Context: an optimization exercise on an open-source flow, tuned for small area and a short achievable clock period. The choices shown serve that exercise and are no tape-out recipe. Only simulation tests tie the RTL to the original design; equivalence was not proved. Power figures rest on the tool's default switching activity, not on a simulated workload.

## design/flow/design.v

```verilog
`timescale 1ns/100ps
package kws_pre_pkg;
  typedef logic [31:0]        word_t;          
  typedef logic signed [15:0] sample_t;        
  typedef logic [11:0]        addr_t;          
  localparam int unsigned n_coef     = 64;     
  localparam int unsigned coef_idx_w = 6;
  localparam int unsigned fifo_depth = 8;      
  localparam int unsigned fifo_ptr_w = 3;      
  localparam int unsigned count_w    = 4;      
  localparam int unsigned shift_w    = 4;
  typedef logic [coef_idx_w-1:0] coef_idx_t;
  typedef logic [count_w-1:0]    count_t;
  localparam addr_t ctrl_addr   = 12'h000;
  localparam addr_t status_addr = 12'h004;
  localparam addr_t data_addr   = 12'h008;     
  localparam addr_t result_addr = 12'h00C;     
  typedef struct packed {
    logic      wr_ctrl;
    logic      wr_data;
    logic      wr_coef;
    logic      rd_ctrl;
    logic      rd_status;
    logic      rd_result;
    coef_idx_t coef_idx;
  } reg_acc_t;
  typedef struct packed {
    logic               enable;
    logic [shift_w-1:0] shift;
    coef_idx_t          frame_len;
  } pre_cfg_t;
  typedef struct packed {
    sample_t value;
    logic    last;    
  } result_t;
endpackage
`timescale 1ns/100ps
module ahb_slave_port (
  input  logic                  hclk0,
  input  logic                  hrst_b0,
  input  logic                  hsel,
  input  logic [11:0]           haddr,
  input  logic [1:0]            htrans,
  input  logic                  hwrite,
  input  logic                  hready_in,
  output kws_pre_pkg::reg_acc_t reg_acc
);
  logic accept;      
  logic wr, rd;
  always_comb begin
    accept = hsel & hready_in & htrans[1];
    wr     = accept & hwrite;
    rd     = accept & ~hwrite;
  end
  always_ff @(posedge hclk0 or negedge hrst_b0) begin
    if (!hrst_b0) begin
      reg_acc.wr_ctrl   <= 1'b0;
      reg_acc.wr_data   <= 1'b0;
      reg_acc.wr_coef   <= 1'b0;
      reg_acc.rd_result <= 1'b0;
    end else begin
      reg_acc.wr_ctrl   <= wr & (haddr == kws_pre_pkg::ctrl_addr);
      reg_acc.wr_data   <= wr & (haddr == kws_pre_pkg::data_addr);
      reg_acc.wr_coef   <= wr & (haddr[11:8] == 4'h1);
      reg_acc.rd_result <= rd & (haddr == kws_pre_pkg::result_addr);
    end
  end
  always_ff @(posedge hclk0) begin
    reg_acc.rd_ctrl   <= rd & (haddr == kws_pre_pkg::ctrl_addr);
    reg_acc.rd_status <= rd & (haddr == kws_pre_pkg::status_addr);
    reg_acc.coef_idx  <= haddr[7:2];
  end
endmodule
`timescale 1ns/100ps
module pre_regs (
  input  logic                   hclk0,
  input  logic                   hrst_b0,
  input  kws_pre_pkg::reg_acc_t  reg_acc,
  input  logic [31:0]            hwdata,
  output kws_pre_pkg::word_t     hrdata,
  output kws_pre_pkg::pre_cfg_t  cfg,
  output logic                   sample_push,
  input  logic                   in_full,
  input  kws_pre_pkg::count_t    in_count,
  output logic                   result_pop,
  input  kws_pre_pkg::result_t   result,
  input  kws_pre_pkg::count_t    out_count,
  input  logic                   out_empty
);
  logic               overflow_q;     
  kws_pre_pkg::word_t rd_word;
  always_comb begin
    sample_push = reg_acc.wr_data & ~in_full;               
    result_pop  = reg_acc.rd_result & ~out_empty;
  end
  always_ff @(posedge hclk0 or negedge hrst_b0) begin
    if (!hrst_b0) begin
      cfg        <= '0;
      overflow_q <= 1'b0;
    end else begin
      if (reg_acc.wr_ctrl) begin
        cfg.enable    <= hwdata[0];
        cfg.shift     <= hwdata[7:4];
        cfg.frame_len <= hwdata[21:16];
      end
      if (reg_acc.wr_data && in_full) begin
        overflow_q <= 1'b1;
      end else if (reg_acc.wr_ctrl && hwdata[1]) begin
        overflow_q <= 1'b0;                                 
      end
    end
  end
  always_comb begin
    rd_word = '0;
    if (reg_acc.rd_ctrl) begin
      rd_word[0]     = cfg.enable;
      rd_word[7:4]   = cfg.shift;
      rd_word[21:16] = cfg.frame_len;
    end
    if (reg_acc.rd_status) begin
      rd_word[3:0]   = in_count;
      rd_word[11:8]  = out_count;
      rd_word[16]    = overflow_q;
    end
    if (reg_acc.rd_result && !out_empty) begin
      rd_word[31]    = 1'b1;
      rd_word[30]    = result.last;
      rd_word[29:0]  = {{14{result.value[15]}}, result.value};    
    end
  end
  always_ff @(posedge hclk0) begin
    hrdata <= rd_word;
  end
endmodule
`timescale 1ns/100ps
module coef_ram (
  input  logic                   hclk0,
  input  logic                   wr_en,
  input  kws_pre_pkg::coef_idx_t wr_index,
  input  kws_pre_pkg::sample_t   wr_value,
  input  logic [7:0]             rd_lo,       
  input  logic [7:0]             rd_hi,       
  output kws_pre_pkg::sample_t   rd_value
);
  kws_pre_pkg::sample_t mem [kws_pre_pkg::n_coef];
  kws_pre_pkg::sample_t grp [8];
  kws_pre_pkg::sample_t rd_mux;
  always_ff @(posedge hclk0) begin
    if (wr_en) begin
      mem[wr_index] <= wr_value;
    end
  end
  always_comb begin
    rd_mux = '0;
    for (int h = 0; h < 8; h++) begin
      grp[h] = '0;
      for (int l = 0; l < 8; l++) begin
        grp[h] = grp[h] | (mem[8*h+l] & {16{rd_lo[l]}});
      end
      rd_mux = rd_mux | (grp[h] & {16{rd_hi[h]}});
    end
  end
  always_ff @(posedge hclk0) begin
    rd_value <= rd_mux;
  end
endmodule
`timescale 1ns/100ps
module stream_fifo #(
  parameter int unsigned width = 16
) (
  input  logic                hclk0,
  input  logic                hrst_b0,
  input  logic                push,
  input  logic [width-1:0]    push_data,
  input  logic                pop,
  output logic [width-1:0]    pop_data,
  output logic                full,
  output logic                empty,
  output kws_pre_pkg::count_t count
);
  logic [width-1:0]                     mem [kws_pre_pkg::fifo_depth];
  logic [kws_pre_pkg::fifo_ptr_w-1:0]   wr_ptr;
  logic [kws_pre_pkg::fifo_ptr_w-1:0]   rd_ptr;
  always_ff @(posedge hclk0 or negedge hrst_b0) begin
    if (!hrst_b0) begin
      wr_ptr <= '0;
      rd_ptr <= '0;
      count  <= '0;
    end else begin
      if (push) begin
        wr_ptr <= wr_ptr + 1'b1;
      end
      if (pop) begin
        rd_ptr <= rd_ptr + 1'b1;
      end
      if (push != pop) begin
        count <= push ? count + 1'b1 : count - 1'b1;
      end
    end
  end
  always_ff @(posedge hclk0) begin
    if (push) begin
      mem[wr_ptr] <= push_data;
    end
  end
  always_comb begin
    pop_data = mem[rd_ptr];
    full     = count[3];                                
    empty    = (count == '0);
  end
endmodule
module result_queue (
  input  logic                hclk0,
  input  logic                hrst_b0,
  input  logic                push,
  input  logic [16:0]         push_data,
  input  logic                pop,
  output logic [16:0]         pop_data,
  output logic                empty,
  output kws_pre_pkg::count_t count
);
  logic [16:0] mem [kws_pre_pkg::fifo_depth];
  logic [2:0]  wr_ptr;
  logic [2:0]  rd_ptr;
  logic        st_valid;
  logic [2:0]  st_ptr;
  logic [16:0] st_data;
  always_ff @(posedge hclk0 or negedge hrst_b0) begin
    if (!hrst_b0) begin
      wr_ptr   <= '0;
      rd_ptr   <= '0;
      count    <= '0;
      st_valid <= 1'b0;
    end else begin
      st_valid <= push;
      if (push) begin
        wr_ptr <= wr_ptr + 1'b1;
      end
      if (pop) begin
        rd_ptr <= rd_ptr + 1'b1;
      end
      if (push != pop) begin
        count <= push ? count + 1'b1 : count - 1'b1;
      end
    end
  end
  always_ff @(posedge hclk0) begin
    st_data <= push_data;
    st_ptr  <= wr_ptr;
    if (st_valid) begin
      mem[st_ptr] <= st_data;
    end
  end
  always_comb begin
    pop_data = (st_valid && st_ptr == rd_ptr) ? st_data : mem[rd_ptr];
    empty    = (count == '0);
  end
endmodule
`timescale 1ns/100ps
module window_engine (
  input  logic                   hclk0,
  input  logic                   hrst_b0,
  input  kws_pre_pkg::pre_cfg_t  cfg,
  input  kws_pre_pkg::sample_t   in_data,
  input  logic                   in_empty,
  output logic                   in_pop,
  output logic [7:0]             coef_lo,
  output logic [7:0]             coef_hi,
  input  kws_pre_pkg::sample_t   coef_value,
  input  kws_pre_pkg::count_t    out_count,
  output logic                   out_push,
  output kws_pre_pkg::result_t   out_data
);
  logic [7:0]             fi_lo;
  logic [7:0]             fi_hi;
  logic                   frame_end;
  logic [4:0]             occupancy;    
  logic                   s1_valid;
  kws_pre_pkg::sample_t   s1_sample;
  logic                   s1_last;
  logic [31:0]            pp_sum, pp_carry;
  logic                   s2_valid;
  logic [31:0]            s2_sum, s2_carry;
  logic [3:0]             s2_shift;
  logic                   s2_last;
  logic [31:0]            product;
  logic [15:0]            shifted;      
  logic [15:0]            keep;         
  logic                   fits;
  kws_pre_pkg::sample_t   saturated;
  always_comb begin
    occupancy = out_count + s1_valid + s2_valid;
    frame_end = fi_lo[cfg.frame_len[2:0]] & fi_hi[cfg.frame_len[5:3]];
    in_pop    = cfg.enable & ~in_empty & (occupancy < 5'(kws_pre_pkg::fifo_depth));
    coef_lo   = fi_lo;
    coef_hi   = fi_hi;
  end
  always_ff @(posedge hclk0 or negedge hrst_b0) begin
    if (!hrst_b0) begin
      fi_lo    <= 8'h01;
      fi_hi    <= 8'h01;
      s1_valid <= 1'b0;
      s2_valid <= 1'b0;
    end else begin
      s1_valid <= in_pop;
      s2_valid <= s1_valid;
      if (!cfg.enable || (in_pop && frame_end)) begin
        fi_lo <= 8'h01;
        fi_hi <= 8'h01;
      end else if (in_pop) begin
        fi_lo <= {fi_lo[6:0], fi_lo[7]};
        if (fi_lo[7]) begin
          fi_hi <= {fi_hi[6:0], fi_hi[7]};
        end
      end
    end
  end
  always_ff @(posedge hclk0) begin
    s1_sample <= in_data;
    s1_last   <= frame_end;
    s2_sum    <= pp_sum;
    s2_carry  <= pp_carry;
    s2_shift  <= cfg.shift;
    s2_last   <= s1_last;
  end
  kws_mul_csa u_mul (
    .x       (s1_sample),
    .y       (coef_value),
    .sum_o   (pp_sum),
    .carry_o (pp_carry)
  );
  always_comb begin
    product = s2_sum + s2_carry;
    shifted = 16'(product[30:0] >> s2_shift);
    for (int j = 0; j < 16; j++) begin
      keep[j] = (j >= s2_shift) ? (product[15+j] ~^ product[31]) : 1'b1;
    end
    fits = &keep;
    if (fits) begin
      saturated = shifted;
    end else begin
      saturated = product[31] ? 16'sh8000 : 16'sh7FFF;
    end
    out_push       = s2_valid;
    out_data.value = saturated;
    out_data.last  = s2_last;
  end
endmodule
module kws_mul_csa (
  input  logic [15:0] x,         
  input  logic [15:0] y,         
  output logic [31:0] sum_o,
  output logic [31:0] carry_o
);
  logic [7:0] neg, one, two;
  logic [16:0] pp0;
  logic [16:0] pp1;
  logic [16:0] pp2;
  logic [16:0] pp3;
  logic [16:0] pp4;
  logic [16:0] pp5;
  logic [16:0] pp6;
  logic [16:0] pp7;
  assign neg[0] = y[1];
  assign one[0] = y[0] ^ 1'b0;
  assign two[0] = (y[1] & ~y[0] & ~1'b0) | (~y[1] & y[0] & 1'b0);
  assign pp0[0] = (one[0] & x[0]) ^ neg[0];
  assign pp0[1] = ((one[0] & x[1]) | (two[0] & x[0])) ^ neg[0];
  assign pp0[2] = ((one[0] & x[2]) | (two[0] & x[1])) ^ neg[0];
  assign pp0[3] = ((one[0] & x[3]) | (two[0] & x[2])) ^ neg[0];
  assign pp0[4] = ((one[0] & x[4]) | (two[0] & x[3])) ^ neg[0];
  assign pp0[5] = ((one[0] & x[5]) | (two[0] & x[4])) ^ neg[0];
  assign pp0[6] = ((one[0] & x[6]) | (two[0] & x[5])) ^ neg[0];
  assign pp0[7] = ((one[0] & x[7]) | (two[0] & x[6])) ^ neg[0];
  assign pp0[8] = ((one[0] & x[8]) | (two[0] & x[7])) ^ neg[0];
  assign pp0[9] = ((one[0] & x[9]) | (two[0] & x[8])) ^ neg[0];
  assign pp0[10] = ((one[0] & x[10]) | (two[0] & x[9])) ^ neg[0];
  assign pp0[11] = ((one[0] & x[11]) | (two[0] & x[10])) ^ neg[0];
  assign pp0[12] = ((one[0] & x[12]) | (two[0] & x[11])) ^ neg[0];
  assign pp0[13] = ((one[0] & x[13]) | (two[0] & x[12])) ^ neg[0];
  assign pp0[14] = ((one[0] & x[14]) | (two[0] & x[13])) ^ neg[0];
  assign pp0[15] = ((one[0] & x[15]) | (two[0] & x[14])) ^ neg[0];
  assign pp0[16] = ((one[0] & x[15]) | (two[0] & x[15])) ^ neg[0];
  assign neg[1] = y[3];
  assign one[1] = y[2] ^ y[1];
  assign two[1] = (y[3] & ~y[2] & ~y[1]) | (~y[3] & y[2] & y[1]);
  assign pp1[0] = (one[1] & x[0]) ^ neg[1];
  assign pp1[1] = ((one[1] & x[1]) | (two[1] & x[0])) ^ neg[1];
  assign pp1[2] = ((one[1] & x[2]) | (two[1] & x[1])) ^ neg[1];
  assign pp1[3] = ((one[1] & x[3]) | (two[1] & x[2])) ^ neg[1];
  assign pp1[4] = ((one[1] & x[4]) | (two[1] & x[3])) ^ neg[1];
  assign pp1[5] = ((one[1] & x[5]) | (two[1] & x[4])) ^ neg[1];
  assign pp1[6] = ((one[1] & x[6]) | (two[1] & x[5])) ^ neg[1];
  assign pp1[7] = ((one[1] & x[7]) | (two[1] & x[6])) ^ neg[1];
  assign pp1[8] = ((one[1] & x[8]) | (two[1] & x[7])) ^ neg[1];
  assign pp1[9] = ((one[1] & x[9]) | (two[1] & x[8])) ^ neg[1];
  assign pp1[10] = ((one[1] & x[10]) | (two[1] & x[9])) ^ neg[1];
  assign pp1[11] = ((one[1] & x[11]) | (two[1] & x[10])) ^ neg[1];
  assign pp1[12] = ((one[1] & x[12]) | (two[1] & x[11])) ^ neg[1];
  assign pp1[13] = ((one[1] & x[13]) | (two[1] & x[12])) ^ neg[1];
  assign pp1[14] = ((one[1] & x[14]) | (two[1] & x[13])) ^ neg[1];
  assign pp1[15] = ((one[1] & x[15]) | (two[1] & x[14])) ^ neg[1];
  assign pp1[16] = ((one[1] & x[15]) | (two[1] & x[15])) ^ neg[1];
  assign neg[2] = y[5];
  assign one[2] = y[4] ^ y[3];
  assign two[2] = (y[5] & ~y[4] & ~y[3]) | (~y[5] & y[4] & y[3]);
  assign pp2[0] = (one[2] & x[0]) ^ neg[2];
  assign pp2[1] = ((one[2] & x[1]) | (two[2] & x[0])) ^ neg[2];
  assign pp2[2] = ((one[2] & x[2]) | (two[2] & x[1])) ^ neg[2];
  assign pp2[3] = ((one[2] & x[3]) | (two[2] & x[2])) ^ neg[2];
  assign pp2[4] = ((one[2] & x[4]) | (two[2] & x[3])) ^ neg[2];
  assign pp2[5] = ((one[2] & x[5]) | (two[2] & x[4])) ^ neg[2];
  assign pp2[6] = ((one[2] & x[6]) | (two[2] & x[5])) ^ neg[2];
  assign pp2[7] = ((one[2] & x[7]) | (two[2] & x[6])) ^ neg[2];
  assign pp2[8] = ((one[2] & x[8]) | (two[2] & x[7])) ^ neg[2];
  assign pp2[9] = ((one[2] & x[9]) | (two[2] & x[8])) ^ neg[2];
  assign pp2[10] = ((one[2] & x[10]) | (two[2] & x[9])) ^ neg[2];
  assign pp2[11] = ((one[2] & x[11]) | (two[2] & x[10])) ^ neg[2];
  assign pp2[12] = ((one[2] & x[12]) | (two[2] & x[11])) ^ neg[2];
  assign pp2[13] = ((one[2] & x[13]) | (two[2] & x[12])) ^ neg[2];
  assign pp2[14] = ((one[2] & x[14]) | (two[2] & x[13])) ^ neg[2];
  assign pp2[15] = ((one[2] & x[15]) | (two[2] & x[14])) ^ neg[2];
  assign pp2[16] = ((one[2] & x[15]) | (two[2] & x[15])) ^ neg[2];
  assign neg[3] = y[7];
  assign one[3] = y[6] ^ y[5];
  assign two[3] = (y[7] & ~y[6] & ~y[5]) | (~y[7] & y[6] & y[5]);
  assign pp3[0] = (one[3] & x[0]) ^ neg[3];
  assign pp3[1] = ((one[3] & x[1]) | (two[3] & x[0])) ^ neg[3];
  assign pp3[2] = ((one[3] & x[2]) | (two[3] & x[1])) ^ neg[3];
  assign pp3[3] = ((one[3] & x[3]) | (two[3] & x[2])) ^ neg[3];
  assign pp3[4] = ((one[3] & x[4]) | (two[3] & x[3])) ^ neg[3];
  assign pp3[5] = ((one[3] & x[5]) | (two[3] & x[4])) ^ neg[3];
  assign pp3[6] = ((one[3] & x[6]) | (two[3] & x[5])) ^ neg[3];
  assign pp3[7] = ((one[3] & x[7]) | (two[3] & x[6])) ^ neg[3];
  assign pp3[8] = ((one[3] & x[8]) | (two[3] & x[7])) ^ neg[3];
  assign pp3[9] = ((one[3] & x[9]) | (two[3] & x[8])) ^ neg[3];
  assign pp3[10] = ((one[3] & x[10]) | (two[3] & x[9])) ^ neg[3];
  assign pp3[11] = ((one[3] & x[11]) | (two[3] & x[10])) ^ neg[3];
  assign pp3[12] = ((one[3] & x[12]) | (two[3] & x[11])) ^ neg[3];
  assign pp3[13] = ((one[3] & x[13]) | (two[3] & x[12])) ^ neg[3];
  assign pp3[14] = ((one[3] & x[14]) | (two[3] & x[13])) ^ neg[3];
  assign pp3[15] = ((one[3] & x[15]) | (two[3] & x[14])) ^ neg[3];
  assign pp3[16] = ((one[3] & x[15]) | (two[3] & x[15])) ^ neg[3];
  assign neg[4] = y[9];
  assign one[4] = y[8] ^ y[7];
  assign two[4] = (y[9] & ~y[8] & ~y[7]) | (~y[9] & y[8] & y[7]);
  assign pp4[0] = (one[4] & x[0]) ^ neg[4];
  assign pp4[1] = ((one[4] & x[1]) | (two[4] & x[0])) ^ neg[4];
  assign pp4[2] = ((one[4] & x[2]) | (two[4] & x[1])) ^ neg[4];
  assign pp4[3] = ((one[4] & x[3]) | (two[4] & x[2])) ^ neg[4];
  assign pp4[4] = ((one[4] & x[4]) | (two[4] & x[3])) ^ neg[4];
  assign pp4[5] = ((one[4] & x[5]) | (two[4] & x[4])) ^ neg[4];
  assign pp4[6] = ((one[4] & x[6]) | (two[4] & x[5])) ^ neg[4];
  assign pp4[7] = ((one[4] & x[7]) | (two[4] & x[6])) ^ neg[4];
  assign pp4[8] = ((one[4] & x[8]) | (two[4] & x[7])) ^ neg[4];
  assign pp4[9] = ((one[4] & x[9]) | (two[4] & x[8])) ^ neg[4];
  assign pp4[10] = ((one[4] & x[10]) | (two[4] & x[9])) ^ neg[4];
  assign pp4[11] = ((one[4] & x[11]) | (two[4] & x[10])) ^ neg[4];
  assign pp4[12] = ((one[4] & x[12]) | (two[4] & x[11])) ^ neg[4];
  assign pp4[13] = ((one[4] & x[13]) | (two[4] & x[12])) ^ neg[4];
  assign pp4[14] = ((one[4] & x[14]) | (two[4] & x[13])) ^ neg[4];
  assign pp4[15] = ((one[4] & x[15]) | (two[4] & x[14])) ^ neg[4];
  assign pp4[16] = ((one[4] & x[15]) | (two[4] & x[15])) ^ neg[4];
  assign neg[5] = y[11];
  assign one[5] = y[10] ^ y[9];
  assign two[5] = (y[11] & ~y[10] & ~y[9]) | (~y[11] & y[10] & y[9]);
  assign pp5[0] = (one[5] & x[0]) ^ neg[5];
  assign pp5[1] = ((one[5] & x[1]) | (two[5] & x[0])) ^ neg[5];
  assign pp5[2] = ((one[5] & x[2]) | (two[5] & x[1])) ^ neg[5];
  assign pp5[3] = ((one[5] & x[3]) | (two[5] & x[2])) ^ neg[5];
  assign pp5[4] = ((one[5] & x[4]) | (two[5] & x[3])) ^ neg[5];
  assign pp5[5] = ((one[5] & x[5]) | (two[5] & x[4])) ^ neg[5];
  assign pp5[6] = ((one[5] & x[6]) | (two[5] & x[5])) ^ neg[5];
  assign pp5[7] = ((one[5] & x[7]) | (two[5] & x[6])) ^ neg[5];
  assign pp5[8] = ((one[5] & x[8]) | (two[5] & x[7])) ^ neg[5];
  assign pp5[9] = ((one[5] & x[9]) | (two[5] & x[8])) ^ neg[5];
  assign pp5[10] = ((one[5] & x[10]) | (two[5] & x[9])) ^ neg[5];
  assign pp5[11] = ((one[5] & x[11]) | (two[5] & x[10])) ^ neg[5];
  assign pp5[12] = ((one[5] & x[12]) | (two[5] & x[11])) ^ neg[5];
  assign pp5[13] = ((one[5] & x[13]) | (two[5] & x[12])) ^ neg[5];
  assign pp5[14] = ((one[5] & x[14]) | (two[5] & x[13])) ^ neg[5];
  assign pp5[15] = ((one[5] & x[15]) | (two[5] & x[14])) ^ neg[5];
  assign pp5[16] = ((one[5] & x[15]) | (two[5] & x[15])) ^ neg[5];
  assign neg[6] = y[13];
  assign one[6] = y[12] ^ y[11];
  assign two[6] = (y[13] & ~y[12] & ~y[11]) | (~y[13] & y[12] & y[11]);
  assign pp6[0] = (one[6] & x[0]) ^ neg[6];
  assign pp6[1] = ((one[6] & x[1]) | (two[6] & x[0])) ^ neg[6];
  assign pp6[2] = ((one[6] & x[2]) | (two[6] & x[1])) ^ neg[6];
  assign pp6[3] = ((one[6] & x[3]) | (two[6] & x[2])) ^ neg[6];
  assign pp6[4] = ((one[6] & x[4]) | (two[6] & x[3])) ^ neg[6];
  assign pp6[5] = ((one[6] & x[5]) | (two[6] & x[4])) ^ neg[6];
  assign pp6[6] = ((one[6] & x[6]) | (two[6] & x[5])) ^ neg[6];
  assign pp6[7] = ((one[6] & x[7]) | (two[6] & x[6])) ^ neg[6];
  assign pp6[8] = ((one[6] & x[8]) | (two[6] & x[7])) ^ neg[6];
  assign pp6[9] = ((one[6] & x[9]) | (two[6] & x[8])) ^ neg[6];
  assign pp6[10] = ((one[6] & x[10]) | (two[6] & x[9])) ^ neg[6];
  assign pp6[11] = ((one[6] & x[11]) | (two[6] & x[10])) ^ neg[6];
  assign pp6[12] = ((one[6] & x[12]) | (two[6] & x[11])) ^ neg[6];
  assign pp6[13] = ((one[6] & x[13]) | (two[6] & x[12])) ^ neg[6];
  assign pp6[14] = ((one[6] & x[14]) | (two[6] & x[13])) ^ neg[6];
  assign pp6[15] = ((one[6] & x[15]) | (two[6] & x[14])) ^ neg[6];
  assign pp6[16] = ((one[6] & x[15]) | (two[6] & x[15])) ^ neg[6];
  assign neg[7] = y[15];
  assign one[7] = y[14] ^ y[13];
  assign two[7] = (y[15] & ~y[14] & ~y[13]) | (~y[15] & y[14] & y[13]);
  assign pp7[0] = (one[7] & x[0]) ^ neg[7];
  assign pp7[1] = ((one[7] & x[1]) | (two[7] & x[0])) ^ neg[7];
  assign pp7[2] = ((one[7] & x[2]) | (two[7] & x[1])) ^ neg[7];
  assign pp7[3] = ((one[7] & x[3]) | (two[7] & x[2])) ^ neg[7];
  assign pp7[4] = ((one[7] & x[4]) | (two[7] & x[3])) ^ neg[7];
  assign pp7[5] = ((one[7] & x[5]) | (two[7] & x[4])) ^ neg[7];
  assign pp7[6] = ((one[7] & x[6]) | (two[7] & x[5])) ^ neg[7];
  assign pp7[7] = ((one[7] & x[7]) | (two[7] & x[6])) ^ neg[7];
  assign pp7[8] = ((one[7] & x[8]) | (two[7] & x[7])) ^ neg[7];
  assign pp7[9] = ((one[7] & x[9]) | (two[7] & x[8])) ^ neg[7];
  assign pp7[10] = ((one[7] & x[10]) | (two[7] & x[9])) ^ neg[7];
  assign pp7[11] = ((one[7] & x[11]) | (two[7] & x[10])) ^ neg[7];
  assign pp7[12] = ((one[7] & x[12]) | (two[7] & x[11])) ^ neg[7];
  assign pp7[13] = ((one[7] & x[13]) | (two[7] & x[12])) ^ neg[7];
  assign pp7[14] = ((one[7] & x[14]) | (two[7] & x[13])) ^ neg[7];
  assign pp7[15] = ((one[7] & x[15]) | (two[7] & x[14])) ^ neg[7];
  assign pp7[16] = ((one[7] & x[15]) | (two[7] & x[15])) ^ neg[7];
  logic s0, c0;
  assign s0 = pp0[10] ^ pp1[8];
  assign c0 = pp0[10] & pp1[8];
  logic s1, c1;
  assign s1 = pp0[11] ^ pp1[9];
  assign c1 = pp0[11] & pp1[9];
  logic s2, c2;
  assign s2 = pp0[12] ^ pp1[10] ^ pp2[8];
  assign c2 = (pp0[12] & pp1[10]) | (pp0[12] & pp2[8]) | (pp1[10] & pp2[8]);
  logic s3, c3;
  assign s3 = pp3[6] ^ pp4[4];
  assign c3 = pp3[6] & pp4[4];
  logic s4, c4;
  assign s4 = pp0[13] ^ pp1[11] ^ pp2[9];
  assign c4 = (pp0[13] & pp1[11]) | (pp0[13] & pp2[9]) | (pp1[11] & pp2[9]);
  logic s5, c5;
  assign s5 = pp3[7] ^ pp4[5];
  assign c5 = pp3[7] & pp4[5];
  logic s6, c6;
  assign s6 = pp0[14] ^ pp1[12] ^ pp2[10];
  assign c6 = (pp0[14] & pp1[12]) | (pp0[14] & pp2[10]) | (pp1[12] & pp2[10]);
  logic s7, c7;
  assign s7 = pp3[8] ^ pp4[6] ^ pp5[4];
  assign c7 = (pp3[8] & pp4[6]) | (pp3[8] & pp5[4]) | (pp4[6] & pp5[4]);
  logic s8, c8;
  assign s8 = pp6[2] ^ pp7[0];
  assign c8 = pp6[2] & pp7[0];
  logic s9, c9;
  assign s9 = pp0[15] ^ pp1[13] ^ pp2[11];
  assign c9 = (pp0[15] & pp1[13]) | (pp0[15] & pp2[11]) | (pp1[13] & pp2[11]);
  logic s10, c10;
  assign s10 = pp3[9] ^ pp4[7] ^ pp5[5];
  assign c10 = (pp3[9] & pp4[7]) | (pp3[9] & pp5[5]) | (pp4[7] & pp5[5]);
  logic s11, c11;
  assign s11 = pp6[3] ^ pp7[1];
  assign c11 = pp6[3] & pp7[1];
  logic s12, c12;
  assign s12 = pp0[16] ^ pp1[14] ^ pp2[12];
  assign c12 = (pp0[16] & pp1[14]) | (pp0[16] & pp2[12]) | (pp1[14] & pp2[12]);
  logic s13, c13;
  assign s13 = pp3[10] ^ pp4[8] ^ pp5[6];
  assign c13 = (pp3[10] & pp4[8]) | (pp3[10] & pp5[6]) | (pp4[8] & pp5[6]);
  logic s14, c14;
  assign s14 = pp6[4] ^ pp7[2];
  assign c14 = pp6[4] & pp7[2];
  logic s15, c15;
  assign s15 = pp0[16] ^ pp1[15] ^ pp2[13];
  assign c15 = (pp0[16] & pp1[15]) | (pp0[16] & pp2[13]) | (pp1[15] & pp2[13]);
  logic s16, c16;
  assign s16 = pp3[11] ^ pp4[9] ^ pp5[7];
  assign c16 = (pp3[11] & pp4[9]) | (pp3[11] & pp5[7]) | (pp4[9] & pp5[7]);
  logic s17, c17;
  assign s17 = pp6[5] ^ pp7[3];
  assign c17 = pp6[5] & pp7[3];
  logic s18, c18;
  assign s18 = ~pp0[16] ^ ~pp1[16] ^ pp2[14];
  assign c18 = (~pp0[16] & ~pp1[16]) | (~pp0[16] & pp2[14]) | (~pp1[16] & pp2[14]);
  logic s19, c19;
  assign s19 = pp3[12] ^ pp4[10] ^ pp5[8];
  assign c19 = (pp3[12] & pp4[10]) | (pp3[12] & pp5[8]) | (pp4[10] & pp5[8]);
  logic s20, c20;
  assign s20 = pp6[6] ^ pp7[4];
  assign c20 = pp6[6] & pp7[4];
  logic s21, c21;
  assign s21 = 1'b1 ^ pp2[15] ^ pp3[13];
  assign c21 = (1'b1 & pp2[15]) | (1'b1 & pp3[13]) | (pp2[15] & pp3[13]);
  logic s22, c22;
  assign s22 = pp4[11] ^ pp5[9] ^ pp6[7];
  assign c22 = (pp4[11] & pp5[9]) | (pp4[11] & pp6[7]) | (pp5[9] & pp6[7]);
  logic s23, c23;
  assign s23 = ~pp2[16] ^ pp3[14] ^ pp4[12];
  assign c23 = (~pp2[16] & pp3[14]) | (~pp2[16] & pp4[12]) | (pp3[14] & pp4[12]);
  logic s24, c24;
  assign s24 = 1'b1 ^ pp3[15];
  assign c24 = 1'b1 & pp3[15];
  logic s25, c25;
  assign s25 = pp0[6] ^ pp1[4];
  assign c25 = pp0[6] & pp1[4];
  logic s26, c26;
  assign s26 = pp0[7] ^ pp1[5];
  assign c26 = pp0[7] & pp1[5];
  logic s27, c27;
  assign s27 = pp0[8] ^ pp1[6] ^ pp2[4];
  assign c27 = (pp0[8] & pp1[6]) | (pp0[8] & pp2[4]) | (pp1[6] & pp2[4]);
  logic s28, c28;
  assign s28 = pp3[2] ^ pp4[0];
  assign c28 = pp3[2] & pp4[0];
  logic s29, c29;
  assign s29 = pp0[9] ^ pp1[7] ^ pp2[5];
  assign c29 = (pp0[9] & pp1[7]) | (pp0[9] & pp2[5]) | (pp1[7] & pp2[5]);
  logic s30, c30;
  assign s30 = pp3[3] ^ pp4[1];
  assign c30 = pp3[3] & pp4[1];
  logic s31, c31;
  assign s31 = pp2[6] ^ pp3[4] ^ pp4[2];
  assign c31 = (pp2[6] & pp3[4]) | (pp2[6] & pp4[2]) | (pp3[4] & pp4[2]);
  logic s32, c32;
  assign s32 = pp5[0] ^ neg[5] ^ s0;
  assign c32 = (pp5[0] & neg[5]) | (pp5[0] & s0) | (neg[5] & s0);
  logic s33, c33;
  assign s33 = pp2[7] ^ pp3[5] ^ pp4[3];
  assign c33 = (pp2[7] & pp3[5]) | (pp2[7] & pp4[3]) | (pp3[5] & pp4[3]);
  logic s34, c34;
  assign s34 = pp5[1] ^ c0 ^ s1;
  assign c34 = (pp5[1] & c0) | (pp5[1] & s1) | (c0 & s1);
  logic s35, c35;
  assign s35 = pp5[2] ^ pp6[0] ^ neg[6];
  assign c35 = (pp5[2] & pp6[0]) | (pp5[2] & neg[6]) | (pp6[0] & neg[6]);
  logic s36, c36;
  assign s36 = c1 ^ s2 ^ s3;
  assign c36 = (c1 & s2) | (c1 & s3) | (s2 & s3);
  logic s37, c37;
  assign s37 = pp5[3] ^ pp6[1] ^ c2;
  assign c37 = (pp5[3] & pp6[1]) | (pp5[3] & c2) | (pp6[1] & c2);
  logic s38, c38;
  assign s38 = c3 ^ s4 ^ s5;
  assign c38 = (c3 & s4) | (c3 & s5) | (s4 & s5);
  logic s39, c39;
  assign s39 = neg[7] ^ c4 ^ c5;
  assign c39 = (neg[7] & c4) | (neg[7] & c5) | (c4 & c5);
  logic s40, c40;
  assign s40 = s6 ^ s7 ^ s8;
  assign c40 = (s6 & s7) | (s6 & s8) | (s7 & s8);
  logic s41, c41;
  assign s41 = c6 ^ c7 ^ c8;
  assign c41 = (c6 & c7) | (c6 & c8) | (c7 & c8);
  logic s42, c42;
  assign s42 = s9 ^ s10 ^ s11;
  assign c42 = (s9 & s10) | (s9 & s11) | (s10 & s11);
  logic s43, c43;
  assign s43 = c9 ^ c10 ^ c11;
  assign c43 = (c9 & c10) | (c9 & c11) | (c10 & c11);
  logic s44, c44;
  assign s44 = s12 ^ s13 ^ s14;
  assign c44 = (s12 & s13) | (s12 & s14) | (s13 & s14);
  logic s45, c45;
  assign s45 = c12 ^ c13 ^ c14;
  assign c45 = (c12 & c13) | (c12 & c14) | (c13 & c14);
  logic s46, c46;
  assign s46 = s15 ^ s16 ^ s17;
  assign c46 = (s15 & s16) | (s15 & s17) | (s16 & s17);
  logic s47, c47;
  assign s47 = c15 ^ c16 ^ c17;
  assign c47 = (c15 & c16) | (c15 & c17) | (c16 & c17);
  logic s48, c48;
  assign s48 = s18 ^ s19 ^ s20;
  assign c48 = (s18 & s19) | (s18 & s20) | (s19 & s20);
  logic s49, c49;
  assign s49 = pp7[5] ^ c18 ^ c19;
  assign c49 = (pp7[5] & c18) | (pp7[5] & c19) | (c18 & c19);
  logic s50, c50;
  assign s50 = c20 ^ s21 ^ s22;
  assign c50 = (c20 & s21) | (c20 & s22) | (s21 & s22);
  logic s51, c51;
  assign s51 = pp5[10] ^ pp6[8] ^ pp7[6];
  assign c51 = (pp5[10] & pp6[8]) | (pp5[10] & pp7[6]) | (pp6[8] & pp7[6]);
  logic s52, c52;
  assign s52 = c21 ^ c22 ^ s23;
  assign c52 = (c21 & c22) | (c21 & s23) | (c22 & s23);
  logic s53, c53;
  assign s53 = pp4[13] ^ pp5[11] ^ pp6[9];
  assign c53 = (pp4[13] & pp5[11]) | (pp4[13] & pp6[9]) | (pp5[11] & pp6[9]);
  logic s54, c54;
  assign s54 = pp7[7] ^ c23 ^ s24;
  assign c54 = (pp7[7] & c23) | (pp7[7] & s24) | (c23 & s24);
  logic s55, c55;
  assign s55 = ~pp3[16] ^ pp4[14] ^ pp5[12];
  assign c55 = (~pp3[16] & pp4[14]) | (~pp3[16] & pp5[12]) | (pp4[14] & pp5[12]);
  logic s56, c56;
  assign s56 = pp6[10] ^ pp7[8] ^ c24;
  assign c56 = (pp6[10] & pp7[8]) | (pp6[10] & c24) | (pp7[8] & c24);
  logic s57, c57;
  assign s57 = 1'b1 ^ pp4[15] ^ pp5[13];
  assign c57 = (1'b1 & pp4[15]) | (1'b1 & pp5[13]) | (pp4[15] & pp5[13]);
  logic s58, c58;
  assign s58 = pp6[11] ^ pp7[9];
  assign c58 = pp6[11] & pp7[9];
  logic s59, c59;
  assign s59 = ~pp4[16] ^ pp5[14] ^ pp6[12];
  assign c59 = (~pp4[16] & pp5[14]) | (~pp4[16] & pp6[12]) | (pp5[14] & pp6[12]);
  logic s60, c60;
  assign s60 = 1'b1 ^ pp5[15];
  assign c60 = 1'b1 & pp5[15];
  logic s61, c61;
  assign s61 = pp0[4] ^ pp1[2];
  assign c61 = pp0[4] & pp1[2];
  logic s62, c62;
  assign s62 = pp0[5] ^ pp1[3];
  assign c62 = pp0[5] & pp1[3];
  logic s63, c63;
  assign s63 = pp2[2] ^ pp3[0] ^ neg[3];
  assign c63 = (pp2[2] & pp3[0]) | (pp2[2] & neg[3]) | (pp3[0] & neg[3]);
  logic s64, c64;
  assign s64 = pp2[3] ^ pp3[1] ^ c25;
  assign c64 = (pp2[3] & pp3[1]) | (pp2[3] & c25) | (pp3[1] & c25);
  logic s65, c65;
  assign s65 = neg[4] ^ c26 ^ s27;
  assign c65 = (neg[4] & c26) | (neg[4] & s27) | (c26 & s27);
  logic s66, c66;
  assign s66 = c27 ^ c28 ^ s29;
  assign c66 = (c27 & c28) | (c27 & s29) | (c28 & s29);
  logic s67, c67;
  assign s67 = c29 ^ c30 ^ s31;
  assign c67 = (c29 & c30) | (c29 & s31) | (c30 & s31);
  logic s68, c68;
  assign s68 = c31 ^ c32 ^ s33;
  assign c68 = (c31 & c32) | (c31 & s33) | (c32 & s33);
  logic s69, c69;
  assign s69 = c33 ^ c34 ^ s35;
  assign c69 = (c33 & c34) | (c33 & s35) | (c34 & s35);
  logic s70, c70;
  assign s70 = c35 ^ c36 ^ s37;
  assign c70 = (c35 & c36) | (c35 & s37) | (c36 & s37);
  logic s71, c71;
  assign s71 = c37 ^ c38 ^ s39;
  assign c71 = (c37 & c38) | (c37 & s39) | (c38 & s39);
  logic s72, c72;
  assign s72 = c39 ^ c40 ^ s41;
  assign c72 = (c39 & c40) | (c39 & s41) | (c40 & s41);
  logic s73, c73;
  assign s73 = c41 ^ c42 ^ s43;
  assign c73 = (c41 & c42) | (c41 & s43) | (c42 & s43);
  logic s74, c74;
  assign s74 = c43 ^ c44 ^ s45;
  assign c74 = (c43 & c44) | (c43 & s45) | (c44 & s45);
  logic s75, c75;
  assign s75 = c45 ^ c46 ^ s47;
  assign c75 = (c45 & c46) | (c45 & s47) | (c46 & s47);
  logic s76, c76;
  assign s76 = c47 ^ c48 ^ s49;
  assign c76 = (c47 & c48) | (c47 & s49) | (c48 & s49);
  logic s77, c77;
  assign s77 = c49 ^ c50 ^ s51;
  assign c77 = (c49 & c50) | (c49 & s51) | (c50 & s51);
  logic s78, c78;
  assign s78 = c51 ^ c52 ^ s53;
  assign c78 = (c51 & c52) | (c51 & s53) | (c52 & s53);
  logic s79, c79;
  assign s79 = c53 ^ c54 ^ s55;
  assign c79 = (c53 & c54) | (c53 & s55) | (c54 & s55);
  logic s80, c80;
  assign s80 = c55 ^ c56 ^ s57;
  assign c80 = (c55 & c56) | (c55 & s57) | (c56 & s57);
  logic s81, c81;
  assign s81 = pp7[10] ^ c57 ^ c58;
  assign c81 = (pp7[10] & c57) | (pp7[10] & c58) | (c57 & c58);
  logic s82, c82;
  assign s82 = pp6[13] ^ pp7[11] ^ c59;
  assign c82 = (pp6[13] & pp7[11]) | (pp6[13] & c59) | (pp7[11] & c59);
  logic s83, c83;
  assign s83 = ~pp5[16] ^ pp6[14] ^ pp7[12];
  assign c83 = (~pp5[16] & pp6[14]) | (~pp5[16] & pp7[12]) | (pp6[14] & pp7[12]);
  logic s84, c84;
  assign s84 = 1'b1 ^ pp6[15];
  assign c84 = 1'b1 & pp6[15];
  logic s85, c85;
  assign s85 = pp0[2] ^ pp1[0];
  assign c85 = pp0[2] & pp1[0];
  logic s86, c86;
  assign s86 = pp0[3] ^ pp1[1];
  assign c86 = pp0[3] & pp1[1];
  logic s87, c87;
  assign s87 = pp2[0] ^ neg[2] ^ s61;
  assign c87 = (pp2[0] & neg[2]) | (pp2[0] & s61) | (neg[2] & s61);
  logic s88, c88;
  assign s88 = pp2[1] ^ c61 ^ s62;
  assign c88 = (pp2[1] & c61) | (pp2[1] & s62) | (c61 & s62);
  logic s89, c89;
  assign s89 = s25 ^ c62 ^ s63;
  assign c89 = (s25 & c62) | (s25 & s63) | (c62 & s63);
  logic s90, c90;
  assign s90 = s26 ^ c63 ^ s64;
  assign c90 = (s26 & c63) | (s26 & s64) | (c63 & s64);
  logic s91, c91;
  assign s91 = s28 ^ c64 ^ s65;
  assign c91 = (s28 & c64) | (s28 & s65) | (c64 & s65);
  logic s92, c92;
  assign s92 = s30 ^ c65 ^ s66;
  assign c92 = (s30 & c65) | (s30 & s66) | (c65 & s66);
  logic s93, c93;
  assign s93 = s32 ^ c66 ^ s67;
  assign c93 = (s32 & c66) | (s32 & s67) | (c66 & s67);
  logic s94, c94;
  assign s94 = s34 ^ c67 ^ s68;
  assign c94 = (s34 & c67) | (s34 & s68) | (c67 & s68);
  logic s95, c95;
  assign s95 = s36 ^ c68 ^ s69;
  assign c95 = (s36 & c68) | (s36 & s69) | (c68 & s69);
  logic s96, c96;
  assign s96 = s38 ^ c69 ^ s70;
  assign c96 = (s38 & c69) | (s38 & s70) | (c69 & s70);
  logic s97, c97;
  assign s97 = s40 ^ c70 ^ s71;
  assign c97 = (s40 & c70) | (s40 & s71) | (c70 & s71);
  logic s98, c98;
  assign s98 = s42 ^ c71 ^ s72;
  assign c98 = (s42 & c71) | (s42 & s72) | (c71 & s72);
  logic s99, c99;
  assign s99 = s44 ^ c72 ^ s73;
  assign c99 = (s44 & c72) | (s44 & s73) | (c72 & s73);
  logic s100, c100;
  assign s100 = s46 ^ c73 ^ s74;
  assign c100 = (s46 & c73) | (s46 & s74) | (c73 & s74);
  logic s101, c101;
  assign s101 = s48 ^ c74 ^ s75;
  assign c101 = (s48 & c74) | (s48 & s75) | (c74 & s75);
  logic s102, c102;
  assign s102 = s50 ^ c75 ^ s76;
  assign c102 = (s50 & c75) | (s50 & s76) | (c75 & s76);
  logic s103, c103;
  assign s103 = s52 ^ c76 ^ s77;
  assign c103 = (s52 & c76) | (s52 & s77) | (c76 & s77);
  logic s104, c104;
  assign s104 = s54 ^ c77 ^ s78;
  assign c104 = (s54 & c77) | (s54 & s78) | (c77 & s78);
  logic s105, c105;
  assign s105 = s56 ^ c78 ^ s79;
  assign c105 = (s56 & c78) | (s56 & s79) | (c78 & s79);
  logic s106, c106;
  assign s106 = s58 ^ c79 ^ s80;
  assign c106 = (s58 & c79) | (s58 & s80) | (c79 & s80);
  logic s107, c107;
  assign s107 = s59 ^ c80 ^ s81;
  assign c107 = (s59 & c80) | (s59 & s81) | (c80 & s81);
  logic s108, c108;
  assign s108 = s60 ^ c81 ^ s82;
  assign c108 = (s60 & c81) | (s60 & s82) | (c81 & s82);
  logic s109, c109;
  assign s109 = c60 ^ c82 ^ s83;
  assign c109 = (c60 & c82) | (c60 & s83) | (c82 & s83);
  logic s110, c110;
  assign s110 = pp7[13] ^ c83 ^ s84;
  assign c110 = (pp7[13] & c83) | (pp7[13] & s84) | (c83 & s84);
  logic s111, c111;
  assign s111 = ~pp6[16] ^ pp7[14] ^ c84;
  assign c111 = (~pp6[16] & pp7[14]) | (~pp6[16] & c84) | (pp7[14] & c84);
  logic s112, c112;
  assign s112 = 1'b1 ^ pp7[15];
  assign c112 = 1'b1 & pp7[15];
  assign sum_o[0] = pp0[0];
  assign carry_o[0] = neg[0];
  assign sum_o[1] = pp0[1];
  assign carry_o[1] = 1'b0;
  assign sum_o[2] = neg[1];
  assign carry_o[2] = s85;
  assign sum_o[3] = c85;
  assign carry_o[3] = s86;
  assign sum_o[4] = c86;
  assign carry_o[4] = s87;
  assign sum_o[5] = c87;
  assign carry_o[5] = s88;
  assign sum_o[6] = c88;
  assign carry_o[6] = s89;
  assign sum_o[7] = c89;
  assign carry_o[7] = s90;
  assign sum_o[8] = c90;
  assign carry_o[8] = s91;
  assign sum_o[9] = c91;
  assign carry_o[9] = s92;
  assign sum_o[10] = c92;
  assign carry_o[10] = s93;
  assign sum_o[11] = c93;
  assign carry_o[11] = s94;
  assign sum_o[12] = c94;
  assign carry_o[12] = s95;
  assign sum_o[13] = c95;
  assign carry_o[13] = s96;
  assign sum_o[14] = c96;
  assign carry_o[14] = s97;
  assign sum_o[15] = c97;
  assign carry_o[15] = s98;
  assign sum_o[16] = c98;
  assign carry_o[16] = s99;
  assign sum_o[17] = c99;
  assign carry_o[17] = s100;
  assign sum_o[18] = c100;
  assign carry_o[18] = s101;
  assign sum_o[19] = c101;
  assign carry_o[19] = s102;
  assign sum_o[20] = c102;
  assign carry_o[20] = s103;
  assign sum_o[21] = c103;
  assign carry_o[21] = s104;
  assign sum_o[22] = c104;
  assign carry_o[22] = s105;
  assign sum_o[23] = c105;
  assign carry_o[23] = s106;
  assign sum_o[24] = c106;
  assign carry_o[24] = s107;
  assign sum_o[25] = c107;
  assign carry_o[25] = s108;
  assign sum_o[26] = c108;
  assign carry_o[26] = s109;
  assign sum_o[27] = c109;
  assign carry_o[27] = s110;
  assign sum_o[28] = c110;
  assign carry_o[28] = s111;
  assign sum_o[29] = c111;
  assign carry_o[29] = s112;
  assign sum_o[30] = ~pp7[16];
  assign carry_o[30] = c112;
  assign sum_o[31] = 1'b1;
  assign carry_o[31] = 1'b0;
endmodule
`timescale 1ns/100ps
module kws_preprocess_top (
  input  logic                  hclk0,
  input  logic                  hrst_b0,
  input  logic                  hsel,
  input  logic [11:0]           haddr,
  input  logic [1:0]            htrans,
  input  logic                  hwrite,
  input  logic [31:0]           hwdata,
  input  logic                  hready_in,
  output logic [31:0]           hrdata
);
  kws_pre_pkg::reg_acc_t  reg_acc;
  kws_pre_pkg::pre_cfg_t  cfg;
  logic                   sample_push;
  logic                   in_full;
  logic                   in_empty;
  kws_pre_pkg::count_t    in_count;
  logic                   in_pop;
  kws_pre_pkg::sample_t   in_data;
  logic [7:0]             coef_lo;
  logic [7:0]             coef_hi;
  kws_pre_pkg::sample_t   coef_value;
  logic                   out_push;
  kws_pre_pkg::result_t   out_data;
  logic                   result_pop;
  kws_pre_pkg::result_t   result;
  kws_pre_pkg::count_t    out_count;
  logic                   out_empty;
  ahb_slave_port u_port (
    .hclk0     (hclk0),
    .hrst_b0   (hrst_b0),
    .hsel      (hsel),
    .haddr     (haddr),
    .htrans    (htrans),
    .hwrite    (hwrite),
    .hready_in (hready_in),
    .reg_acc   (reg_acc)
  );
  pre_regs u_regs (
    .hclk0       (hclk0),
    .hrst_b0     (hrst_b0),
    .reg_acc     (reg_acc),
    .hwdata      (hwdata),
    .hrdata      (hrdata),
    .cfg         (cfg),
    .sample_push (sample_push),
    .in_full     (in_full),
    .in_count    (in_count),
    .result_pop  (result_pop),
    .result      (result),
    .out_count   (out_count),
    .out_empty   (out_empty)
  );
  coef_ram u_coef (
    .hclk0    (hclk0),
    .wr_en    (reg_acc.wr_coef),
    .wr_index (reg_acc.coef_idx),
    .wr_value (hwdata[15:0]),
    .rd_lo    (coef_lo),
    .rd_hi    (coef_hi),
    .rd_value (coef_value)
  );
  stream_fifo #(.width(16)) u_in_fifo (
    .hclk0     (hclk0),
    .hrst_b0   (hrst_b0),
    .push      (sample_push),
    .push_data (hwdata[15:0]),
    .pop       (in_pop),
    .pop_data  (in_data),
    .full      (in_full),
    .empty     (in_empty),
    .count     (in_count)
  );
  window_engine u_engine (
    .hclk0      (hclk0),
    .hrst_b0    (hrst_b0),
    .cfg        (cfg),
    .in_data    (in_data),
    .in_empty   (in_empty),
    .in_pop     (in_pop),
    .coef_lo    (coef_lo),
    .coef_hi    (coef_hi),
    .coef_value (coef_value),
    .out_count  (out_count),
    .out_push   (out_push),
    .out_data   (out_data)
  );
  result_queue u_out_fifo (
    .hclk0     (hclk0),
    .hrst_b0   (hrst_b0),
    .push      (out_push),
    .push_data (out_data),
    .pop       (result_pop),
    .pop_data  (result),
    .empty     (out_empty),
    .count     (out_count)
  );
endmodule
```

## design/flow/run.sh

```bash
#!/bin/bash
# synth_recipe.tcl (not shown) runs the flow's synth.tcl, then flattens the netlist and writes it again
# the make line also repeats each setting of config.mk as NAME=value (left out here)
make -C /OpenROAD-flow-scripts/flow DESIGN_CONFIG=/design/flow/config.mk WORK_HOME=/design/flow/orfs CLKGATE_MAP_FILE= SYNTH_SCRIPT=/design/flow/synth_recipe.tcl finish
```

## design/flow/config.mk

```make
export PLATFORM = sky130hd
export DESIGN_NAME = kws_preprocess_top
export DESIGN_NICKNAME = kws_preprocess_top
export VERILOG_FILES = /design/flow/design.v
export SDC_FILE = /design/flow/constraint.sdc
export NUM_CORES = 4
export LEC_CHECK = 0
export CAP_MARGIN = 20
export CORE_MARGIN = 2
export CORE_UTILIZATION = 40
export SETUP_SLACK_MARGIN = 5
export SLEW_MARGIN = 20
```

## design/flow/constraint.sdc

```tcl
create_clock -name core_clock -period 10.0 [get_ports {hclk0}]
set_input_delay 2.0000 -clock core_clock [delete_from_list [all_inputs] [get_ports {hclk0}]]
set_output_delay 2.0000 -clock core_clock [all_outputs]
set_load 0.01 [all_outputs]
```

==> metrics.json, run 1 <==
{
  "antenna_violations_before_repair": 5,
  "crit_path_cell_trace": "buf_4, inv_1, nor2_1, a21oi_1, o221ai_1, fa_1, fa_1, fa_1, inv_1, fa_1",
  "netSwitchingFraction_pct": 20.6,
  "synth-edff-count": 1288,
  "synth.cells.most_frequent": "1288 x edfxtp_1, 608 x a22oi_1, 300 x clkbuf_1, 263 x nor2_1, 236 x nand2_1",
  "drt.antenna.violating_nets": 0,
  "critical_path_required_ns": 10.62,
  "finalCritPeriodShare_pct": 46.1,
  "internal_power_mw": 10.1,
  "hold-path-endpoint": "u_out_fifo.st_data[0]$_DFF_P_",
  "area_growth_pct": 13.0,
  "power.density_cell_area_nw_per_um2": 176,
  "gp_congestion": 0.868,
  "power.clock.fraction_pct": 45.5,
  "place_area_um2": 66600,
  "cts_tree": "done",
  "setup_viol": 0,
  "worstHoldPathType": "register to register",
  "final_max_slew_viol_count": 0,
  "grt_usage_pct": 21.4,
  "htree_num_levels": 4,
  "slowest_stage_cell_crit_path": "nor2_1",
  "clockRootBuffer": "clkbuf_16",
  "timing.setup.critical_path_class": "register to register",
  "nNetsFinal": 4681,
  "cts-resized-gates": 0,
  "worst_skew_pair.late_latency_ns": 0.81,
  "first_pass_drt_iterations": 6,
  "worstSetupStartpointType": "register",
  "final.setup.worst_slack_ns": 5.39,
  "power.share.sequential_pct": 53.4,
  "maximum_number_of_pins_on_one_net_before_global_route_repair": 103,
  "net-switching-power_mw": 2.61,
  "dp.final_hpwl_um": 102000,
  "comb_power_share_pct": 1.2,
  "final-instance-count-excl-fill": 6681,
  "gr-total-overflow": 0,
  "critPathCaptureType": "register",
  "async_sr_flop_fraction_pct": 3.68,
  "fin_tns_setup_ns": 0,
  "post_synth.cell_area_avg_um2": 14.2,
  "drt-wirelength-per-cell_um": 26.5,
  "synth_cell_type_count": 79,
  "gr-usage-met3_pct": 3.91,
  "core_box_area_um2": 158000,
  "route.vias.total": 39800,
  "yosysWarnings": 7,
  "timing.final.crit_period_ns": 4.61,
  "fp.dieH_um": 403,
  "worst-slew-pin-transition_ns": 1.23,
  "wire_length_of_the_first_global_routing_pass_um": 259000,
  "run_status": "complete, no violations",
  "maxCapViolCount": 0,
  "grt-busiest-layer": "met2",
  "start_point_of_the_worst_hold_path": "u_engine.s2_last$_DFF_P_",
  "timing.critical_path.max_delay_family": "adder cells",
  "timing.reg2reg.worst_path_depth": 10,
  "hold_path_depth": 0,
  "hold_viol": 0,
  "fin_worst_skew_ns": 0.0647,
  "crit_buf_inv": 3,
  "clock_sink_count": 1494,
  "synth.most_common_cell": "edfxtp_1",
  "r2r-start": "u_coef.rd_value[2]$_DFF_P_",
  "floorplan.initialDensity_pct": 40.2,
  "die_width_um": 403,
  "cts_setup_buffers": 0,
  "yosys-top-cells-area": "edfxtp_1 61%, a22oi_1 7.2%, dfxtp_1 4.8%",
  "critical_path_arrival_ns": 5.23,
  "clock_path_buffers": 3,
  "post_cts_clock_slew_at_the_launch_and_capture_registers_of_the_worst_setup_and_hold_paths_ns": 0.06,
  "viasPerCell": 5.96,
  "grtUsageMet1_pct": 30.6,
  "netlist_area_um2": 63600,
  "critical_path.max_fanout": 34,
  "max_clock_freq_ghz": 0.217,
  "critical_path.reg2reg.endpoint": "u_engine.s2_carry[18]$_DFF_P_",
  "grt_setup_unrepaired": "no",
  "route.detailed.drc": 0,
  "critical-path-max-stage-delay_ns": 0.93,
  "vdd_drop_max_v": 0.000167,
  "syn_inst": 4486,
  "io_buffer_count": 71,
  "gr-usage-met2_pct": 33.3,
  "maxSlewHeadroom_pct": 17.6,
  "share_of_post_route_cells_with_drive_strength_above_1_pct": 12.4,
  "yosys_most_used_dff": "edfxtp_1",
  "place.detailed.instances": 6397,
  "setup.reg_to_reg.worst_slack_ns": 5.39,
  "finalInstanceArea_um2": 71900,
  "report.power.total_mw": 12.7,
  "die_area_um2": 162000,
  "cts_hold_buffers": 0,
  "synth_sequential_area_ratio_pct": 67.7,
  "power.static_leakage_nw": 23.5,
  "synth_nets": 4684,
  "yosys_register_bits": 1494,
  "place_worst_setup_slack_ns": 5.52,
  "routed_wirelength_um": 177000,
  "cts-buffers-inserted": 154,
  "timing.critical_path.mode_cell": "fa_1",
  "synth_top_area_cell": "edfxtp_1",
  "post_synth_top_area_share_pct": 60.8,
  "io_pins": 83,
  "placementRows": 146,
  "grt_pass1_vias": 38100,
  "initialDrtViolationCount": 5438
}
[cell type report]
type | count | area (um2)
well taps | 2072 | 2590
clock buffers | 195 | 4140
multi-input cells | 2501 | 18800
clock inverters | 85 | 982
inverters | 131 | 492
repair buffers | 201 | 1690
flip-flops and latches | 1494 | 43100
fillers | 13900 | 86300
diodes | 2 | 5.00
[how the worst max path moves through the flow]
stage	from	endpoint	slack (ns)	depth (start not counted)
floorplan	u_engine.s2_carry[0]$_DFF_P_	u_out_fifo.st_data[10]$_DFF_P_	6.30	14
global placement	u_coef.rd_value[2]$_DFF_P_	u_engine.s2_sum[19]$_DFF_P_	5.54	10
detailed placement	u_coef.rd_value[2]$_DFF_P_	u_engine.s2_sum[19]$_DFF_P_	5.52	10
CTS	u_coef.rd_value[2]$_DFF_P_	u_engine.s2_carry[18]$_DFF_P_	5.49	10
global route	u_coef.rd_value[2]$_DFF_P_	u_engine.s2_carry[18]$_DFF_P_	5.17	10
finish	u_coef.rd_value[2]$_DFF_P_	u_engine.s2_carry[18]$_DFF_P_	5.39	10
[flip-flops by register name, indices dropped and copies added, names as in the netlist, 3 cells and up]
name and cells:
u_engine.fi_hi 8, u_regs.cfg 11, u_out_fifo.count 4, u_in_fifo.mem 128, u_regs.hrdata 24, u_engine.s1_sample 16, u_port.reg_acc 12, u_coef.mem 1024
u_engine.s2_shift 4, u_engine.fi_lo 8, u_out_fifo.wr_ptr 3, u_engine.s2_carry 30, u_out_fifo.rd_ptr 3, u_in_fifo.wr_ptr 3, u_out_fifo.st_data 17, u_coef.rd_value 16
u_in_fifo.rd_ptr 3, u_engine.s2_sum 31, u_in_fifo.count 4, u_out_fifo.st_ptr 3, u_out_fifo.mem 136
[kinds of logic (layout without fill, tap and decap cells)]
| kind of cell | after synthesis | in the layout | share of synthesized area (%) |
|---|---|---|---|
| other | 0 | 2 | 0 |
| XOR/XNOR | 72 | 72 | 0.991 |
| adder cells (fa/ha/maj) | 175 | 175 | 4.36 |
| AO/OA/AOI/OAI | 1235 | 1235 | 13.2 |
| multiplexers | 188 | 188 | 4.59 |
| flip-flops | 1494 | 1494 | 67.7 |
| buffers and inverters | 491 | 612 | 2.97 |
| AND/OR/NAND/NOR | 831 | 831 | 6.12 |
[worst register-to-register path, delay by kind of cell (launching register included)]
family | cells | cell delay [ns]
adder cells (fa/ha/maj) | 4 | 1.93
AND/OR/NAND/NOR | 1 | 0.94
buffers and inverters | 3 | 0.80
AO/OA/AOI/OAI | 2 | 0.52
flip-flops | 1 | 0.31
[cells in the final DEF, fill, tap and decap left out, types with 24 or more instances in the layout]
cell type        synthesis  layout
mux4_2                  76      76
nand3_1                 53      53
nand4_1                152     152
a221oi_1                26      26
clkbuf_16                0     156
nand2_1                236     236
mux2i_1                 64      64
edfxtp_1              1288    1288
nor2_2                   0      28
o21ai_0                171     171
nor3_1                  31      25
clkbuf_1               300      30
clkinv_2                 0      24
o22ai_1                 34      34
buf_4                    8     122
dfrtp_1                 53      44
xnor2_1                 47      47
a22oi_1                608     608
ha_1                    60      60
a211oi_1                47      47
maj3_1                  28      28
clkinv_1                10      39
o211ai_1                28      28
dfxtp_1                151     143
clkdlybuf4s50_1          0      54
nor2_1                 263     223
fa_1                    87      87
a21oi_1                207     207
xor2_1                  25      25
mux2_2                  41      41
inv_1                  119     119
[metal layers]
layer / vias to the layer above / part of all wire, %
li1: 17500 / -
met5: - / 0.0073
met3: 295 / 8.6
met4: 2 / 2.7
met2: 1769 / 46
met1: 20200 / 43
[through the flow]
step	hold slack, ns	util (%)
finish	0.299	45.4
global route	0.304	45.4
CTS	0.303	45.4
detailed placement	0.329	42.1
global placement	0.318	42.1
floorplan	0.310	-
[power groups by stage]
stage | clock, mW | combinational (mW) | sequential (mW)
after global placement | 0 | 0.145 | 6.89
final | 5.76 | 0.151 | 6.76
after global routing | 6.08 | 0.162 | 6.76
after floorplan | 0 | 0.0283 | 6.89
after detailed placement | 0 | 0.150 | 6.89
after CTS | 5.85 | 0.150 | 6.76
==> run 2: changes to the inputs <==
==> design/flow/flow/run.sh (new file) <==
#!/bin/bash
# Standard layout, with timing repair aimed below the clock period:
# repair_timing works on every path with less than SETUP_SLACK_MARGIN slack.
set -euo pipefail
bash standard.sh SETUP_SLACK_MARGIN=6.5 finish > standard_flow.log 2>&1
==> design/flow/standard.sh (new file) <==
#!/bin/bash
# synth_recipe.tcl (not shown) runs the flow's synth.tcl, then flattens the netlist and writes it again
# the make line also repeats each setting of config.mk as NAME=value (left out here)
make -C /OpenROAD-flow-scripts/flow DESIGN_CONFIG=/design/flow/config.mk WORK_HOME=/design/flow/orfs CLKGATE_MAP_FILE= SYNTH_SCRIPT=/design/flow/synth_recipe.tcl "${@:-finish}"
--- a/design/flow/config.mk
+++ b/design/flow/config.mk
@@ -10,3 +10,2 @@
 export CORE_UTILIZATION = 40
-export SETUP_SLACK_MARGIN = 5
 export SLEW_MARGIN = 20
removed: design/flow/run.sh
==> run 2 against run 1 <==
Compared with the run above:
- via count up 0.78%
- combinational power about the same
- register-to-register slack better by 0.77 ns
- synthesized area unchanged
- clock power down 2%
- sequential share of layout area down 1.2 points
- first-iteration DRC count down 6.7%
- critical path depth up 4
- clock skew down 0.034 ns
- critical path type unchanged
- largest cell class unchanged
==> metrics.json, run 2 <==
{
  "crit_path_cell_trace": "ha_4, a21o_1, a221o_1, a221oi_4, o31a_1, o21ai_4, buf_6, or3_4, a32oi_4, a21oi_2, o311ai_4, nand4_4, buf_12, mux2_4",
  "htree_num_levels": 4,
  "initialDrtViolationCount": 5072,
  "reg_top3": "u_coef.mem (1024), u_out_fifo.mem (136), u_in_fifo.mem (128)",
  "worst-slew-pin-transition_ns": 1.16,
  "critPathCaptureType": "register",
  "place_area_um2": 66700,
  "die_width_um": 403,
  "layout.cells.most_common_list": "1288 x edfxtp_1, 607 x a22oi_1, 233 x nand2_1, 216 x nor2_1, 197 x a21oi_1",
  "worstHoldPathType": "register to register",
  "viasPerCell": 5.93,
  "yosys_most_used_dff": "edfxtp_1",
  "critical_path_arrival_ns": 4.47,
  "synth_nets": 4684,
  "critical_path_required_ns": 10.64,
  "maximum_number_of_pins_on_one_net_before_global_route_repair": 100,
  "first_pass_drt_iterations": 6,
  "crit_buf_inv": 2,
  "drt-wirelength-per-cell_um": 26.2,
  "synth.cells.most_frequent": "1288 x edfxtp_1, 608 x a22oi_1, 300 x clkbuf_1, 263 x nor2_1, 236 x nand2_1",
  "synth_cell_type_count": 79,
  "routed_wirelength_um": 177000,
  "wire_length_of_the_first_global_routing_pass_um": 259000,
  "grt_usage_pct": 21.4,
  "setup_viol": 0,
  "maxSlewHeadroom_pct": 22.7,
  "fin_worst_skew_ns": 0.0302,
  "async_sr_flop_fraction_pct": 3.68,
  "cts_tree": "done",
  "worst_setup_path_startpoint": "u_engine.s2_carry[6]$_DFF_P_",
  "syn_inst": 4486,
  "hold_viol": 0,
  "grt_setup_unrepaired": "yes",
  "die_area_um2": 162000,
  "yosysWarnings": 7,
  "area_growth_pct": 15.4,
  "yosys-top-cells-area": "edfxtp_1 61%, a22oi_1 7.2%, dfxtp_1 4.8%",
  "synth-edff-count": 1288,
  "power.static_leakage_nw": 24.2,
  "max_flop_register": "u_coef.mem",
  "drt.antenna.violating_nets": 0,
  "cts_hold_buffers": 0,
  "synth_sequential_area_ratio_pct": 67.7,
  "run_status": "complete, no violations",
  "cts-buffers-inserted": 153,
  "critical_path.max_fanout": 8,
  "setup.reg_to_reg.worst_slack_ns": 6.17,
  "largest_reg_flops": 1024,
  "final_max_slew_viol_count": 0,
  "route.vias.total": 40100,
  "floorplan.initialDensity_pct": 40.2,
  "r2r-start": "u_engine.s2_carry[6]$_DFF_P_",
  "finalCritPeriodShare_pct": 38.3,
  "timing.reg2reg.worst_path_depth": 14,
  "timing.setup.critical_path_class": "register to register",
  "max_clock_freq_ghz": 0.261,
  "end_point_of_the_critical_path": "u_out_fifo.st_data[8]$_DFF_P_",
  "final_common_cell": "edfxtp_1",
  "antenna_violations_before_repair": 9,
  "finalInstanceArea_um2": 73400,
  "clock_path_buffers": 3,
  "maxCapViolCount": 0,
  "timing.final.crit_period_ns": 3.83,
  "core_box_area_um2": 158000,
  "io_buffer_count": 71,
  "synth_top_area_cell": "edfxtp_1",
  "fin_tns_setup_ns": 0,
  "post_cts_clock_slew_at_the_launch_and_capture_registers_of_the_worst_setup_and_hold_paths_ns": 0.06,
  "power.density_cell_area_nw_per_um2": 171,
  "synth.most_common_cell": "edfxtp_1",
  "io_pins": 83,
  "gr-total-overflow": 0,
  "worst_skew_pair.late_latency_ns": 0.78,
  "placementRows": 146,
  "timing.critical_path.max_delay_family": "compound AO/OA/AOI/OAI gates",
  "netlist_area_um2": 63600,
  "yosys_register_bits": 1494,
  "gp_congestion": 0.881,
  "clockRootBuffer": "clkbuf_16",
  "worstSetupPathDepth": 14,
  "slowest_stage_cell_crit_path": "or3_4",
  "nNetsFinal": 4756,
  "worstSetupStartpointType": "register",
  "dp.final_hpwl_um": 100000,
  "post_synth.cell_area_avg_um2": 14.2,
  "route.detailed.drc": 0,
  "vdd_drop_max_v": 0.000180,
  "grt_pass1_vias": 38300,
  "clock_sink_count": 1494,
  "post_synth_top_area_share_pct": 60.8,
  "critical-path-max-stage-delay_ns": 0.39,
  "fp.dieH_um": 403,
  "share_of_post_route_cells_with_drive_strength_above_1_pct": 16.1,
  "critical_path.reg2reg.endpoint": "u_out_fifo.st_data[8]$_DFF_P_"
}
run 2: changes by cell type in the layout (fill, tap and decap cells not counted), sizes merged:
cell | previous run | this run
buf | 147 | 210
bufbuf | 0 | 8
bufinv | 12 | 9
clkbuf | 195 | 213
clkdlybuf4s50 | 54 | 22
clkinv | 72 | 57
clkinvlp | 4 | 14
dlygate4sd2 | 0 | 32
inv | 128 | 124
o21ai | 174 | 175
run 2: how the worst min path moves through the flow:
stage | from | end | cells after the start
after floorplan | u_engine.s1_last$_DFF_P_ | u_engine.s2_last$_DFF_P_ | 0
after global placement | u_engine.s1_last$_DFF_P_ | u_engine.s2_last$_DFF_P_ | 0
after detailed placement | u_engine.s1_last$_DFF_P_ | u_engine.s2_last$_DFF_P_ | 0
after CTS | u_engine.s1_last$_DFF_P_ | u_engine.s2_last$_DFF_P_ | 0
after global routing | u_engine.s1_last$_DFF_P_ | u_engine.s2_last$_DFF_P_ | 0
final | u_engine.s1_last$_DFF_P_ | u_engine.s2_last$_DFF_P_ | 0
run 2: repair_timing:
action / 4_1_cts / 5_1_grt
setup endpoints to repair: 95 / 34
resized for setup: 154 / 99
setup buffers: 35 / 21
cloned: 11 / 2
pin swaps: 8 / 33
run 2: cells by family (layout without fill, tap and decap cells):
group           after synthesis  in the layout  share of synthesized area [%]
compound gates             1235           1236                           13.2
xor+xnor                     72             72                          0.991
fa+ha+maj                   175            175                           4.36
buf+inv                     491            689                           2.97
flops                      1494           1494                           67.7
mux                         188            188                           4.59
other cells                   0              2                              0
simple gates                831            831                           6.12
run 2: where the power goes:
part           total [mW]  leakage, nW  switching (mW)  internal, mW
Sequential           6.76         13.6         0.00744          6.75
Clock                5.62         2.41            2.41          3.21
Combinational       0.152         8.22           0.122        0.0305
Total                12.5         24.2            2.54          9.99
run 2: metrics by stage:
step	setup slack, ns	hold WS (ns)	util, %	power, mW	std cells
floorplan	6.38	0.310	-	6.92	4486
global placement	5.28	0.314	42.1	7.04	6400
detailed placement	5.20	0.314	42.2	7.04	6401
CTS	6.19	0.327	45.9	12.6	6729
global route	6.08	0.332	46.4	12.9	6758
finish	6.17	0.327	46.4	12.5	6759
run 2: layout make-up:
type                    count  area, um2
diodes                      2       5.00
clock buffers             210       4200
clock inverters            72        813
fillers                 13700      84800
inverters                 131        553
multi-input cells        2502      19400
flip-flops and latches   1494      43200
well taps                2072       2590
repair buffers            275       2680
repair inverters            1       5.00
run 2: metal layers:
| metal | global-route usage, % | up-vias | part of all wire [%] |
|---|---|---|---|
| li1 | - | 17700 | - |
| met1 | 31.8 | 20300 | 44 |
| met4 | 5.49 | 10 | 2.5 |
| met2 | 32.5 | 1846 | 45 |
| met3 | 3.77 | 272 | 9.1 |
| met5 | 0 | - | 0.038 |

## what the ideal ports hide
No port has a modelled driver above. Below, the same layouts with a new extraction and two added sets of constraints. Step 1 (the two cells are an assumption about what drives the block):
set clk [get_ports {hclk0}]
set_driving_cell -lib_cell sky130_fd_sc_hd__clkbuf_16 $clk
set_driving_cell -lib_cell sky130_fd_sc_hd__buf_2 [delete_from_list [all_inputs] $clk]
Step 2 moves the port delays by t, midway between the first and last clock arrival at a register: inputs arrive t later, outputs are due t later. That takes back most of the time a late clock gives input paths. Slacks: no drivers / after step 1 / after step 2; pairs: no drivers / after step 1.
run | t, ns | setup WS [ns] | worst slew at a driven data input, ns | cell pins on the clock port's net
run 1 | 0.853 | 5.394 / 5.394 / 5.394 | 0.04 | 1
run 2 | 0.839 | 6.167 / 6.167 / 6.167 | 0.07 | 1
After both steps setup and hold are still met in every run listed.
